This design comes from an exercise in tuning for small area on the open sky130 flow, not from production work. Only the layout flow was run in this run; the RTL was not checked for function there. Power is estimated from default activity; no workload was simulated.

`config.mk`:
```
export PLATFORM = sky130hd
export DESIGN_NAME = maze_memory
export DESIGN_NICKNAME = maze_memory
export VERILOG_FILES = /design/flow/design.v
export SDC_FILE = /design/flow/constraint.sdc
export NUM_CORES = 4
export LEC_CHECK = 0
export CAP_MARGIN = 20
export CORE_MARGIN = 2
export CORE_UTILIZATION = 60
export CTS_BUF_LIST = sky130_fd_sc_hd__clkbuf_4
export SLEW_MARGIN = 20
```
`constraint.sdc`:
```
create_clock -name core_clock -period 10.0 [get_ports {clk}]
set_input_delay 2.0000 -clock core_clock [delete_from_list [all_inputs] [get_ports {clk}]]
set_output_delay 2.0000 -clock core_clock [all_outputs]
set_load 0.01 [all_outputs]
```
`design.v`:
```
module maze_memory #(
   parameter int maze_width = 5,
   parameter int CNT_W      = 11
) (
   input  logic                  clk,
   input  logic                  rst_n,
   input  logic                  load_we,
   input  logic [maze_width-1:0] load_row,
   input  logic [maze_width-1:0] load_col,
   input  logic                  load_wall,
   input  logic                  start,
   input  logic                  clear,
   input  logic [maze_width-1:0] row,
   input  logic [maze_width-1:0] col,
   input  logic                  maze_oe,
   input  logic                  maze_we,
   input  logic                  done,
   output logic                  maze_in,
   output logic                  running,
   output logic                  exit_valid,
   output logic [maze_width-1:0] exit_row,
   output logic [maze_width-1:0] exit_col,
   output logic [CNT_W-1:0]      mark_count,
   output logic                  protocol_err
);
   localparam int N = 1 << maze_width;
   logic run_q, fin_q;
   logic in_load;
   logic clr, rd_en, mk_en, ld_en, new_mark, err_set;
   assign in_load = !run_q && !fin_q;
   assign clr     = in_load && start;
   assign rd_en   = run_q && maze_oe;
   assign mk_en   = run_q && maze_we;
   assign ld_en   = in_load && load_we;
   assign err_set = (in_load && (maze_oe || maze_we)) ||
                    (run_q && (load_we || (maze_oe && maze_we)));
   always_ff @(posedge clk or negedge rst_n) begin
      if (!rst_n) begin
         run_q <= 1'b0;
         fin_q <= 1'b0;
      end else begin
         if (clr)                 run_q <= 1'b1;
         else if (run_q && done)  run_q <= 1'b0;
         if (run_q && done)       fin_q <= 1'b1;
         else if (fin_q && clear) fin_q <= 1'b0;
      end
   end
   logic [maze_width-1:0] w_row, w_col;
   logic [N-1:0]          w_rsel, rsel, csel;
   assign w_row = in_load ? load_row : row;
   assign w_col = in_load ? load_col : col;
   always_comb begin
      for (int i = 0; i < N; i++) begin
         w_rsel[i] = (w_row == i);
         rsel[i]   = (row == i);
         csel[i]   = (col == i);
      end
   end
   logic [N-1:0] wall_q [N];
   logic [N-1:0] wall_row, wall_new;
   always_comb begin
      wall_row = '0;
      for (int r = 0; r < N; r++)
         wall_row = wall_row | ({N{w_rsel[r]}} & wall_q[r]);
      for (int c = 0; c < N; c++)
         wall_new[c] = (w_col == c) ? load_wall : wall_row[c];
   end
   always_ff @(posedge clk) begin
      for (int r = 0; r < N; r++)
         if (ld_en && w_rsel[r]) wall_q[r] <= wall_new;
   end
   logic [N-1:0] vis_q [N];
   logic [N-1:0] vis_row;
   always_ff @(posedge clk) begin
      for (int r = 0; r < N; r++)
         for (int c = 0; c < N; c++)
            vis_q[r][c] <= (vis_q[r][c] && !clr) || (mk_en && rsel[r] && csel[c]);
   end
   always_comb begin
      vis_row = '0;
      for (int r = 0; r < N; r++)
         vis_row = vis_row | ({N{rsel[r]}} & vis_q[r]);
   end
   assign new_mark = mk_en && !vis_row[col];
   logic                  maze_in_q;
   logic [maze_width-1:0] exit_row_q, exit_col_q;
   logic [CNT_W-1:0]      mark_count_q;
   logic                  protocol_err_q;
   always_ff @(posedge clk or negedge rst_n) begin
      if (!rst_n) begin
         maze_in_q      <= 1'b0;
         exit_row_q     <= '0;
         exit_col_q     <= '0;
         mark_count_q   <= '0;
         protocol_err_q <= 1'b0;
      end else begin
         if (rd_en) maze_in_q <= wall_row[col];
         if (run_q && done) begin
            exit_row_q <= row;
            exit_col_q <= col;
         end
         if (clr)           mark_count_q <= '0;
         else if (new_mark) mark_count_q <= mark_count_q + CNT_W'(1);
         if (err_set) protocol_err_q <= 1'b1;
      end
   end
   assign maze_in      = maze_in_q;
   assign running      = run_q;
   assign exit_valid   = fin_q;
   assign exit_row     = exit_row_q;
   assign exit_col     = exit_col_q;
   assign mark_count   = mark_count_q;
   assign protocol_err = protocol_err_q;
endmodule
```
`run.sh`:
```
#!/bin/bash
# synth_recipe.tcl (not shown) runs the flow's synth.tcl, then flattens the netlist and writes it again
# the make line also repeats each setting of config.mk as NAME=value (left out here)
make -C /OpenROAD-flow-scripts/flow DESIGN_CONFIG=/design/flow/config.mk WORK_HOME=/design/flow/orfs CLKGATE_MAP_FILE= SYNTH_SCRIPT=/design/flow/synth_recipe.tcl finish
```
==> run summary <==
flip-flops by register name, summed over array words and instances (netlist names):
register        cells
exit_col_q          5
exit_row_q          5
fin_q               1
mark_count_q       11
maze_in_q           1
protocol_err_q      1
run_q               1
vis_q            1024
wall_q           1024
critical path: cells and delay by family:
| kind | cells | cell delay, ps |
|---|---|---|
| AO/OA/AOI/OAI | 5 | 1260 |
| buffers and inverters | 3 | 1430 |
| AND/OR/NAND/NOR | 5 | 2310 |
logic make-up (layout without fill, tap and decap cells):
logic type | after synthesis | after routing | share of synthesized area
compound gates | 2165 | 2165 | 0.189
fa+ha+maj | 1 | 1 | 0.000160
other cells | 0 | 15 | 0
simple gates | 1839 | 1839 | 0.109
mux | 61 | 61 | 0.00853
flops | 2073 | 2073 | 0.662
buf+inv | 571 | 1204 | 0.0313
cells in the final DEF, fill, tap and decap left out, types with 16 or more instances in the layout:
cell type / synthesis / layout
a22oi_1: 598 / 598
nor4_1: 27 / 26
nand4_1: 177 / 177
nor3_1: 76 / 34
edfxtp_1: 1024 / 1024
nand2_1: 987 / 984
nor2_1: 148 / 83
a221oi_1: 51 / 51
a222oi_1: 28 / 28
clkinv_1: 1 / 47
nor2_4: 0 / 58
dfxtp_1: 1024 / 1024
o22ai_1: 27 / 27
a2111oi_0: 30 / 28
o21ai_0: 839 / 837
buf_4: 18 / 261
a22o_1: 309 / 309
o2bb2ai_1: 20 / 20
mux2_2: 23 / 23
or4_1: 25 / 25
clkbuf_4: 0 / 801
clkdlybuf4s50_1: 0 / 47
and3_1: 92 / 92
dfrtp_1: 25 / 25
nor3_2: 10 / 41
a32oi_1: 16 / 16
mux2i_1: 35 / 35
nand3_1: 200 / 198
a21oi_1: 86 / 69
power by group through the flow:
| stage | sequential, mW | clock (mW) | combinational, mW |
|---|---|---|---|
| finish | 9.94 | 7.18 | 3.23 |
| global route | 9.93 | 7.65 | 3.26 |
| CTS | 9.94 | 7.18 | 2.99 |
| detailed placement | 10.1 | 0 | 2.99 |
| global placement | 10.1 | 0 | 2.93 |
| floorplan | 10.1 | 0 | 1.57 |
per-layer routing:
layer	vias to the layer above	part of all wire	GRT usage
li1	26500	-	-
met1	31300	0.34	0.580
met2	5832	0.43	0.702
met3	1578	0.14	0.147
met4	10	0.091	0.366
met5	-	0.00020	0
final timing paths:
path                       depth (start not counted)          from  slack, ps              end
setup / recovery                                  13   load_row[4]       4130        maze_in_q
min in group asynchronous                          1         rst_n        810  mark_count_q[9]
hold / removal                                     2  vis_q[3][28]        440     vis_q[3][28]
setup reg to reg                                  12         fin_q       4540        maze_in_q
hold reg to reg                                    2  vis_q[3][28]        440     vis_q[3][28]
max in group asynchronous                          1         rst_n       8540            run_q
through the flow:
| step | hold WS [ps] | utilization | area [um2] |
|---|---|---|---|
| after floorplan | 417 | - | 78300 |
| after global placement | 425 | 0.631 | 81700 |
| after detailed placement | 434 | 0.632 | 81800 |
| after CTS | 447 | 0.682 | 88200 |
| after global routing | 465 | 0.683 | 88500 |
| final | 443 | 0.684 | 88500 |
cell type report:
class | instances | share of cell area
Antenna cell | 15 | 0.000424
Sequential cell | 2073 | 0.586
Inverter | 10 | 0.000424
Timing Repair Buffer | 326 | 0.0303
Tap cell | 1742 | 0.0246
Clock buffer | 801 | 0.0679
Clock inverter | 67 | 0.00503
Multi-Input combinational cell | 4066 | 0.285
==> impl_metrics.py <==
metrics = {
    "pwr": {
        "power.density_mw_per_mm2": 230,
        "combPwrFrac": 0.159,
        "p_seq_frac": 0.488,
        "power.total_mw": 20.3,
        "p_sw_frac": 0.297,
        "p_sw_mw": 6.05,
        "ir_drop_uv": 158,
        "leakagePower_nw": 30.2,
        "p_clk_frac": 0.353,
        "cell_internal_pwr_mw": 14.3,
    },
    "worst_setup_path": {
        "cp_common_cell": "buf_4",
        "critPathMaxFanout": 39,
        "end_kind": "register",
        "critical-path-max-stage-delay_ps": 610,
        "arrival_ps": 7070,
        "cp_cell_sequence": "clkdlybuf4s50_1 -> or3b_1 -> nand2_4 -> buf_4 -> nor3_2 -> buf_4 -> a222oi_1 -> nor4b_1 -> nand4_1 -> o311ai_0 -> o311ai_1 -> o211ai_1 -> a41oi_1",
        "cp.required_ps": 11200,
        "start_kind": "input pin",
        "worst-setup-path-type": "in2reg",
        "worst_path_max_delay_cell": "nor4b_1",
    },
    "timing": {
        "period_minus_slack_ps": 5870,
        "max_slew_margin": 0.138,
        "max_freq_mhz": 170,
        "fin_skew_ps": 75.7,
        "hold_violations": 0,
        "finalCritPeriodShare": 0.587,
        "worst_pin_slew_ps": 1290,
        "report.final.setup_viol": 0,
        "slew_viol_final": 0,
        "final.setup.tns_ps": 0,
        "grt_setup_unrepaired": "no",
        "setup_ws_ps": 4130,
    },
    "synth": {
        "yosys-top-cells-count": "1024 x dfxtp_1, 1024 x edfxtp_1, 987 x nand2_1",
        "async_flop_share": 0.0121,
        "ys_types": 103,
        "synth_area_per_cell_um2": 11.7,
        "synth-edff-count": 1024,
        "synth_top_area_cell": "edfxtp_1",
        "synth_top_area_share": 0.393,
        "ys_seq_area_frac": 0.662,
        "synthTopCellsByArea": "edfxtp_1 39%, dfxtp_1 26%, a22oi_1 5.7%, o21ai_0 5.4%, nand2_1 4.7%",
        "synthesis.area_mm2": 0.0783,
        "yosys_register_bits": 2073,
        "synth_ff_type": "edfxtp_1",
        "syn_nets": 6740,
        "synth_cells": 6710,
        "yosys_warnings": 3,
    },
    "finish": {
        "fin_nets": 7057,
        "fillers": 9955,
        "areaGrowthSynthToFinish_pct": 13.0,
        "multi_input_comb_area_mm2": 0.0252,
        "drive_gt1_frac": 0.182,
        "regArea_mm2": 0.0519,
        "stdcell_count": 9100,
    },
    "die": {
        "core_area_mm2": 0.129,
        "rows": 132,
        "initial_core_util": 0.605,
        "die_y_um": 365,
        "ios": 54,
        "dieArea_mm2": 0.133,
        "die_x_um": 365,
    },
    "status": {
        "status": "no timing/DRC/antenna violations",
    },
    "grt": {
        "grt_pass1_vias": 60400,
        "grt_pass1_wl_mm": 444,
        "grt_usage": 0.474,
        "antenna_found_initial": 12,
        "grt_max_degree": 246,
        "grt-ovfl-total": 0,
    },
    "clocking": {
        "clk_pin_slew_ps": 70,
        "clock_latency_ps": 1380,
        "cts_tree": "built",
        "clock_tree.buffer_depth": 4,
        "cts_hold_buf": 0,
        "cts_sinks": 2073,
        "root_buffer": "clkbuf_4",
        "numCtsBuffers": 550,
        "post_cts_buffers": 0,
        "cts_resized": 0,
        "cts_htree_levels": 6,
    },
    "worst_hold_path": {
        "hp-class": "reg2reg",
    },
    "place": {
        "dp_slack_ps": 3000,
        "port_buffers": 53,
        "detailed_place_hpwl_mm": 184,
        "place.gp.congestion": 0.976,
        "post-place-cells": 8214,
    },
    "route": {
        "vias": 65200,
        "wl_mm": 321,
        "ant_nets": 0,
        "route.detailed.drc": 0,
        "drt_iter0_markers": 11700,
        "post_drt_wl_per_cell_um": 35.3,
        "viasPerCell": 7.17,
        "firstDrtPassIters": 9,
    },
    "run": {
        "maxCapViolCount": 0,
    },
}

port drivers added, routing unchanged:
Ports are ideal in the flow. The routed layout listed here was re-timed in OpenROAD.
Step 1, drivers: a clkbuf_16 drives clk and a buf_2 each remaining input, both assumed.
Step 2 times the ports against the registers' clock, not the clock port: input delays grow and output delays shrink by t, the midpoint of the rising clock arrivals with the driver on.
a / b / c = ideal / step 1 / step 2; a / b = the first two.
t, ns: 1.412
setup slack, ns: 4.129 / 4.187 / 2.775
worst register clock-pin slew, ns: 0.08 / 0.08
worst slew at a driven data input, ns: 0.04
After both steps setup and hold are still met in this run. For this run, drivers alone change the setup slack by +0.058 ns; drivers and shift together by -1.354 ns.
